Context: an optimization exercise on an open-source flow, tuned for a short achievable clock period and few clock cycles per item. The choices shown serve that exercise and are no tape-out recipe.
Only simulation tests tie the RTL to the original design; equivalence was not proved.
Power and IR drop assume default switching activity.

== north ==
==> flow/design.v <==
package cache_pkg;
    localparam int word_bits = 32;
    localparam int addr_bits = 30;
    localparam int offset_bits    = 2;
    localparam int index_bits     = 3;
    localparam int tag_bits       = addr_bits - index_bits - offset_bits;
    localparam int num_lines      = 1 << index_bits;
    localparam int words_per_line = 1 << offset_bits;
    localparam int line_bits      = word_bits * words_per_line;
    localparam int line_addr_bits = addr_bits - offset_bits;
    typedef union packed {
        struct packed {
            logic [tag_bits-1:0]    tag;
            logic [index_bits-1:0]  index;
            logic [offset_bits-1:0] offset;
        } parts;
        struct packed {
            logic [line_addr_bits-1:0] line_addr;
            logic [offset_bits-1:0]    offset;
        } line;
    } word_addr_u;
    typedef enum logic [1:0] {
        lookup,
        write_back,
        refill,
        done
    } ctrl_state_e;
endpackage
`timescale 1ns/100ps
module cache_top (
    input  logic                                 clk,
    input  logic                                 proc_reset,
    input  logic                                 proc_read,
    input  logic                                 proc_write,
    input  logic [cache_pkg::addr_bits-1:0]      proc_addr,
    input  logic [cache_pkg::word_bits-1:0]      proc_wdata,
    output logic                                 proc_stall,
    output logic [cache_pkg::word_bits-1:0]      proc_rdata,
    output logic                                 mem_read,
    output logic                                 mem_write,
    output logic [cache_pkg::line_addr_bits-1:0] mem_addr,
    input  logic [cache_pkg::line_bits-1:0]      mem_rdata,
    output logic [cache_pkg::line_bits-1:0]      mem_wdata,
    input  logic                                 mem_ready
);
    localparam int NL = cache_pkg::num_lines;
    localparam int NW = cache_pkg::words_per_line;
    localparam int TB = cache_pkg::tag_bits;
    localparam int WB = cache_pkg::word_bits;
    localparam int LB = cache_pkg::line_bits;
    logic [LB-1:0] data_mem [NL];
    logic [TB-1:0] tag_mem  [NL];
    logic [NL-1:0] valid_bits;
    logic [NL-1:0] dirty_bits;
    logic          busy;      
    logic          done;      
    logic          hit_wr;    
    logic          wb;        
    logic          rd;        
    logic [TB-1:0] tag;
    logic          req;
    logic [NL-1:0] line_sel;    
    logic [NW-1:0] word_sel;    
    assign tag = proc_addr[29:5];
    assign req = proc_read || proc_write;
    always_comb begin
        for (int i = 0; i < NL; i++)
            line_sel[i] = (proc_addr[4:2] == 3'(i));
        for (int k = 0; k < NW; k++)
            word_sel[k] = (proc_addr[1:0] == 2'(k));
    end
    logic          hit, vd;
    logic [TB-1:0] cur_tag;
    logic [LB-1:0] cur_line;
    always_comb begin
        hit      = 1'b0;
        vd       = 1'b0;
        cur_tag  = '0;
        cur_line = '0;
        for (int i = 0; i < NL; i++) begin
            hit      = hit | (line_sel[i] && valid_bits[i] && (tag_mem[i] == tag));
            vd       = vd  | (line_sel[i] && valid_bits[i] && dirty_bits[i]);
            cur_tag  = cur_tag  | ({TB{line_sel[i]}} & tag_mem[i]);
            cur_line = cur_line | ({LB{line_sel[i]}} & data_mem[i]);
        end
    end
    logic start;
    assign start = req && !busy && !done;
    logic fill;
    assign fill = rd && mem_ready;
    logic done_n, wb_n, rd_n;
    always_comb begin
        done_n = (start && hit) || fill;
        wb_n   = wb;
        rd_n   = rd;
        if (start && !hit) begin
            wb_n = vd;
            rd_n = !vd;
        end else if (wb && mem_ready) begin
            wb_n = 1'b0;
            rd_n = 1'b1;
        end else if (fill) begin
            rd_n = 1'b0;
        end
    end
    always_ff @(posedge clk or posedge proc_reset) begin
        if (proc_reset) begin
            busy   <= 1'b0;
            done   <= 1'b0;
            wb     <= 1'b0;
            rd     <= 1'b0;
            hit_wr <= 1'b0;
        end else begin
            busy   <= wb_n || rd_n;
            done   <= done_n;
            wb     <= wb_n;
            rd     <= rd_n;
            hit_wr <= start && hit && proc_write;
        end
    end
    always_ff @(posedge clk) begin
        proc_stall <= proc_reset || !done_n;
        mem_write  <= !proc_reset && wb_n;
        mem_read   <= !proc_reset && rd_n;
    end
    logic [WB-1:0] rdata_n;
    always_comb begin
        rdata_n = '0;
        for (int k = 0; k < NW; k++)
            rdata_n = rdata_n | ({WB{word_sel[k]}} & (rd ? mem_rdata[k*WB +: WB]
                                                         : cur_line[k*WB +: WB]));
    end
    always_ff @(posedge clk) begin
        proc_rdata <= rdata_n;
        mem_wdata  <= cur_line;
        mem_addr   <= ((start && vd) || (wb && !mem_ready)) ? {cur_tag, proc_addr[4:2]}
                                                           : proc_addr[29:2];
    end
    logic word_we;
    assign word_we = done && hit_wr;
    always_ff @(posedge clk or posedge proc_reset) begin
        if (proc_reset) begin
            valid_bits <= '0;
            dirty_bits <= '0;
        end else begin
            for (int i = 0; i < NL; i++) begin
                if (fill && line_sel[i]) begin
                    valid_bits[i] <= 1'b1;
                    dirty_bits[i] <= proc_write;
                end else if (word_we && line_sel[i]) begin
                    dirty_bits[i] <= 1'b1;
                end
            end
        end
    end
    logic [LB-1:0] new_line;
    always_comb begin
        for (int k = 0; k < NW; k++)
            new_line[k*WB +: WB] = (rd && !(proc_write && word_sel[k]))
                                   ? mem_rdata[k*WB +: WB] : proc_wdata;
    end
    always_ff @(posedge clk) begin
        for (int i = 0; i < NL; i++) begin
            if (fill && line_sel[i])
                tag_mem[i] <= tag;
            for (int k = 0; k < NW; k++)
                if ((fill || (word_we && word_sel[k])) && line_sel[i])
                    data_mem[i][k*WB +: WB] <= new_line[k*WB +: WB];
        end
    end
endmodule
export LEC_CHECK = 0
export ABC_CLOCK_PERIOD_IN_PS = 2000
export CAP_MARGIN = 20
export CORE_MARGIN = 2
export CORE_UTILIZATION = 40
export SETUP_SLACK_MARGIN = 3.5
export SLEW_MARGIN = 20
create_clock -name core_clock -period 6.0 [get_ports {clk}]
standard.sh (not shown) runs the stock make flow with config.mk's settings and CLKGATE_MAP_FILE= SYNTH_SCRIPT=/design/flow/synth_recipe.tcl, a recipe that flattens the netlist after the stock synthesis.
==> flow/flow/run.sh <==
#!/bin/bash
set -uo pipefail
bash standard.sh MATCH_CELL_FOOTPRINT=0 \
  "BUFFER_PORTS_ARGS=-buffer_cell sky130_fd_sc_hd__buf_4" \
  "DONT_USE_CELLS=sky130_fd_sc_hd__probe_p_8 sky130_fd_sc_hd__probec_p_8 sky130_fd_sc_hd__lpflow_bleeder_1 sky130_fd_sc_hd__lpflow_clkbufkapwr_1 sky130_fd_sc_hd__lpflow_clkbufkapwr_16 sky130_fd_sc_hd__lpflow_clkbufkapwr_2 sky130_fd_sc_hd__lpflow_clkbufkapwr_4 sky130_fd_sc_hd__lpflow_clkbufkapwr_8 sky130_fd_sc_hd__lpflow_clkinvkapwr_1 sky130_fd_sc_hd__lpflow_clkinvkapwr_16 sky130_fd_sc_hd__lpflow_clkinvkapwr_2 sky130_fd_sc_hd__lpflow_clkinvkapwr_4 sky130_fd_sc_hd__lpflow_clkinvkapwr_8 sky130_fd_sc_hd__lpflow_decapkapwr_12 sky130_fd_sc_hd__lpflow_decapkapwr_3 sky130_fd_sc_hd__lpflow_decapkapwr_4 sky130_fd_sc_hd__lpflow_decapkapwr_6 sky130_fd_sc_hd__lpflow_decapkapwr_8 sky130_fd_sc_hd__lpflow_inputiso0n_1 sky130_fd_sc_hd__lpflow_inputiso0p_1 sky130_fd_sc_hd__lpflow_inputiso1n_1 sky130_fd_sc_hd__lpflow_inputiso1p_1 sky130_fd_sc_hd__lpflow_inputisolatch_1 sky130_fd_sc_hd__lpflow_isobufsrc_1 sky130_fd_sc_hd__lpflow_isobufsrc_16 sky130_fd_sc_hd__lpflow_isobufsrc_2 sky130_fd_sc_hd__lpflow_isobufsrc_4 sky130_fd_sc_hd__lpflow_isobufsrc_8 sky130_fd_sc_hd__lpflow_isobufsrckapwr_16 sky130_fd_sc_hd__lpflow_lsbuf_lh_hl_isowell_tap_1 sky130_fd_sc_hd__lpflow_lsbuf_lh_hl_isowell_tap_2 sky130_fd_sc_hd__lpflow_lsbuf_lh_hl_isowell_tap_4 sky130_fd_sc_hd__lpflow_lsbuf_lh_isowell_4 sky130_fd_sc_hd__lpflow_lsbuf_lh_isowell_tap_1 sky130_fd_sc_hd__lpflow_lsbuf_lh_isowell_tap_2 sky130_fd_sc_hd__lpflow_lsbuf_lh_isowell_tap_4  sky130_fd_sc_hd__mux4_1 sky130_fd_sc_hd__mux4_2 sky130_fd_sc_hd__mux4_4" \
  finish > flow_make.log 2>&1
rc=$?
cp -r orfs/logs flow_logs 2>/dev/null
exit $rc
Testbench counts of north, summed over its fixed seeds: cycles 49,844, requests 12,000.
Modified inputs, west compared to north
diff --git a/flow/design.v b/flow/design.v
--- a/flow/design.v
+++ b/flow/design.v
@@ -115,16 +115,22 @@
             done   <= done_n;
             wb     <= wb_n;
             rd     <= rd_n;
             hit_wr <= start && hit && proc_write;
         end
     end
-    always_ff @(posedge clk) begin
-        proc_stall <= proc_reset || !done_n;
-        mem_write  <= !proc_reset && wb_n;
-        mem_read   <= !proc_reset && rd_n;
+    always_ff @(posedge clk or posedge proc_reset) begin
+        if (proc_reset) begin
+            proc_stall <= 1'b1;
+            mem_write  <= 1'b0;
+            mem_read   <= 1'b0;
+        end else begin
+            proc_stall <= !done_n;
+            mem_write  <= wb_n;
+            mem_read   <= rd_n;
+        end
     end
     logic [WB-1:0] rdata_n;
     always_comb begin
         rdata_n = '0;
         for (int k = 0; k < NW; k++)
             rdata_n = rdata_n | ({WB{word_sel[k]}} & (rd ? mem_rdata[k*WB +: WB]
### Flow results
Taking north as the reference, in west combined area of all synthesized cells rose about 0.5%; sequential fraction of total cell area fell 0.30 points; critical path's largest stage delay fell 160 ps; wire length the detailed router placed on met1 fell 0.99%. west against north: fraction of the cycle the final worst path needs down 1.1 points; met3 routing resource usage after global routing up 0.76 points; portion of total power attributed to the clock network down 0.9 points.
Testbench counts of west, summed over its fixed seeds: cycles 49,844, requests 12,000.

* * *

## the reference run
cache_top, a different RTL version from the one above (not shown whole).
Size: about 3400 cells after synthesis, about 1400 flip-flops, ~390 I/O pins.
==> module cache_top, before the edit <==
module cache_top (
    input  logic                                 clk,
    input  logic                                 proc_reset,
    input  logic                                 proc_read,
    input  logic                                 proc_write,
    input  logic [cache_pkg::addr_bits-1:0]      proc_addr,
    input  logic [cache_pkg::word_bits-1:0]      proc_wdata,
    output logic                                 proc_stall,
    output logic [cache_pkg::word_bits-1:0]      proc_rdata,
    output logic                                 mem_read,
    output logic                                 mem_write,
    output logic [cache_pkg::line_addr_bits-1:0] mem_addr,
    input  logic [cache_pkg::line_bits-1:0]      mem_rdata,
    output logic [cache_pkg::line_bits-1:0]      mem_wdata,
    input  logic                                 mem_ready
);
    localparam int NL = cache_pkg::num_lines;
    localparam int TB = cache_pkg::tag_bits;
    localparam int WB = cache_pkg::word_bits;
    localparam int LB = cache_pkg::line_bits;
    logic [LB-1:0] data_mem [NL];
    logic [TB-1:0] tag_mem  [NL];
    logic [NL-1:0] valid_bits;
    logic [NL-1:0] dirty_bits;
    logic          busy;      
    logic          done;
    logic          hit_wr;    
    logic [2:0]    idx;
    logic [1:0]    off;
    logic [TB-1:0] tag;
    logic          req;
    assign idx = proc_addr[4:2];
    assign off = proc_addr[1:0];
    assign tag = proc_addr[29:5];
    assign req = proc_read || proc_write;
    logic [NL-1:0] tag_eq;
    always_comb
        for (int i = 0; i < NL; i++)
            tag_eq[i] = (tag_mem[i] == tag);
    logic hit, vd, start;
    assign hit   = valid_bits[idx] && tag_eq[idx];
    assign vd    = valid_bits[idx] && dirty_bits[idx];
    assign start = req && !busy && !done;
    logic fill;
    assign fill = mem_read && mem_ready;
    always_ff @(posedge clk or posedge proc_reset) begin
        if (proc_reset) begin
            busy       <= 1'b0;
            done       <= 1'b0;
            proc_stall <= 1'b1;
            mem_read   <= 1'b0;
            mem_write  <= 1'b0;
            hit_wr     <= 1'b0;
        end else begin
            done       <= (start && hit) || fill;
            proc_stall <= !((start && hit) || fill);
            hit_wr     <= start && hit && proc_write;
            if (start && !hit) begin
                busy      <= 1'b1;
                mem_write <= vd;
                mem_read  <= !vd;
            end else if (mem_write && mem_ready) begin
                mem_write <= 1'b0;
                mem_read  <= 1'b1;
            end else if (fill) begin
                busy      <= 1'b0;
                mem_read  <= 1'b0;
            end
        end
    end
    logic [LB-1:0] cur_line;
    assign cur_line = data_mem[idx];
    always_ff @(posedge clk) begin
        proc_rdata <= mem_read ? mem_rdata[off*WB +: WB] : cur_line[off*WB +: WB];
        mem_wdata  <= cur_line;
        mem_addr   <= ((start && vd) || (mem_write && !mem_ready)) ? {tag_mem[idx], idx}
                                                                  : proc_addr[29:2];
    end
    logic word_we;
    assign word_we = done && hit_wr;
    always_ff @(posedge clk or posedge proc_reset) begin
        if (proc_reset) begin
            valid_bits <= '0;
            dirty_bits <= '0;
        end else if (fill) begin
            valid_bits[idx] <= 1'b1;
            dirty_bits[idx] <= proc_write;
        end else if (word_we) begin
            dirty_bits[idx] <= 1'b1;
        end
    end
    logic [LB-1:0] fill_line;
    always_comb begin
        fill_line = mem_rdata;
        if (proc_write)
            fill_line[off*WB +: WB] = proc_wdata;
    end
    always_ff @(posedge clk) begin
        if (fill) begin
            data_mem[idx] <= fill_line;
            tag_mem[idx]  <= tag;
        end else if (word_we) begin
            data_mem[idx][off*WB +: WB] <= proc_wdata;
        end
    end
endmodule
Settings: LEC_CHECK=0, ABC_CLOCK_PERIOD_IN_PS=2000, CAP_MARGIN=20, CORE_MARGIN=2, CORE_UTILIZATION=55, SETUP_SLACK_MARGIN=3.5, SLEW_MARGIN=20; clock period 6.0 ns.
Scripts as last shown in full above: flow/flow/run.sh
Testbench counts of the reference run, summed over its fixed seeds: cycles 49,844, requests 12,000.
diff inputs: the reference run => the trial run
diff --git a/flow/design.v b/flow/design.v
--- a/flow/design.v
+++ b/flow/design.v
@@ -70,39 +70,51 @@
     assign hit   = valid_bits[idx] && tag_eq[idx];
     assign vd    = valid_bits[idx] && dirty_bits[idx];
     assign start = req && !busy && !done;
+    logic wb;     
+    logic rd;     
     logic fill;
-    assign fill = mem_read && mem_ready;
+    assign fill = rd && mem_ready;
+    logic done_n, wb_n, rd_n;
+    always_comb begin
+        done_n = (start && hit) || fill;
+        wb_n   = wb;
+        rd_n   = rd;
+        if (start && !hit) begin
+            wb_n = vd;
+            rd_n = !vd;
+        end else if (wb && mem_ready) begin
+            wb_n = 1'b0;
+            rd_n = 1'b1;
+        end else if (fill) begin
+            rd_n = 1'b0;
+        end
+    end
     always_ff @(posedge clk or posedge proc_reset) begin
         if (proc_reset) begin
-            busy       <= 1'b0;
-            done       <= 1'b0;
-            proc_stall <= 1'b1;
-            mem_read   <= 1'b0;
-            mem_write  <= 1'b0;
-            hit_wr     <= 1'b0;
+            busy   <= 1'b0;
+            done   <= 1'b0;
+            wb     <= 1'b0;
+            rd     <= 1'b0;
+            hit_wr <= 1'b0;
         end else begin
-            done       <= (start && hit) || fill;
-            proc_stall <= !((start && hit) || fill);
-            hit_wr     <= start && hit && proc_write;
-            if (start && !hit) begin
-                busy      <= 1'b1;
-                mem_write <= vd;
-                mem_read  <= !vd;
-            end else if (mem_write && mem_ready) begin
-                mem_write <= 1'b0;
-                mem_read  <= 1'b1;
-            end else if (fill) begin
-                busy      <= 1'b0;
-                mem_read  <= 1'b0;
-            end
+            busy   <= wb_n || rd_n;
+            done   <= done_n;
+            wb     <= wb_n;
+            rd     <= rd_n;
+            hit_wr <= start && hit && proc_write;
         end
+    end
+    always_ff @(posedge clk) begin
+        proc_stall <= proc_reset || !done_n;
+        mem_write  <= !proc_reset && wb_n;
+        mem_read   <= !proc_reset && rd_n;
     end
     logic [LB-1:0] cur_line;
     assign cur_line = data_mem[idx];
     always_ff @(posedge clk) begin
-        proc_rdata <= mem_read ? mem_rdata[off*WB +: WB] : cur_line[off*WB +: WB];
+        proc_rdata <= mem_ready ? mem_rdata[off*WB +: WB] : cur_line[off*WB +: WB];
         mem_wdata  <= cur_line;
-        mem_addr   <= ((start && vd) || (mem_write && !mem_ready)) ? {tag_mem[idx], idx}
+        mem_addr   <= ((start && vd) || (wb && !mem_ready)) ? {tag_mem[idx], idx}
                                                                   : proc_addr[29:2];
     end
     logic word_we;
--- outcome ---
Launching element of the worst setup path = proc_addr[4]: the reference run; launching element of the worst setup path = proc_addr[3]: the trial run. Re worst setup slack before clock tree synthesis: the trial run and the reference run aren't equal, and the higher value belongs to the trial run. The trial run vs the reference run — area of the core climbed by a few percent. The reference run has a lower number of cell rows than the trial run. For achievable clock frequency, the trial run and the reference run come out practically identical. Compared to the reference run, the trial run has total iterations of the first detailed-routing run 2 lower.
Testbench counts of the trial run, summed over its fixed seeds: cycles 49,844, requests 12,000.

==> re-timing with driven ports <==
In the flow no input, the clock included, has a driving cell. The finished layouts below were timed again as built, in two steps.
Step 1 (the two cells are an assumption about what drives the block):
set clk [get_ports {clk}]
set_driving_cell -lib_cell sky130_fd_sc_hd__clkbuf_16 $clk
set_driving_cell -lib_cell sky130_fd_sc_hd__buf_2 [delete_from_list [all_inputs] $clk]
Step 2 moves the port delays by t, midway between the first and last clock arrival at a register: inputs arrive t later, outputs are due t later. That takes back most of the time a late clock gives input paths.
a / b / c = ideal ports / drivers / drivers and shift; a / b = the first two.
| run | t (ns) | setup slack, ns | worst data-port slew with drivers (ns) |
|---|---|---|---|
| north | 0.855 | 3.208 / 2.949 / 2.094 | 0.37 |
| west | 0.867 | 3.275 / 3.042 / 2.174 | 0.42 |
| the reference run | 0.837 | 3.287 / 3.245 / 2.433 | 0.33 |
| the trial run | 0.841 | 3.294 / 3.144 / 2.303 | 0.30 |
After both steps every run listed still meets setup and hold. The setup slack of north, which loses most, moves by -0.259 ns with the drivers and by -1.114 ns with both steps.
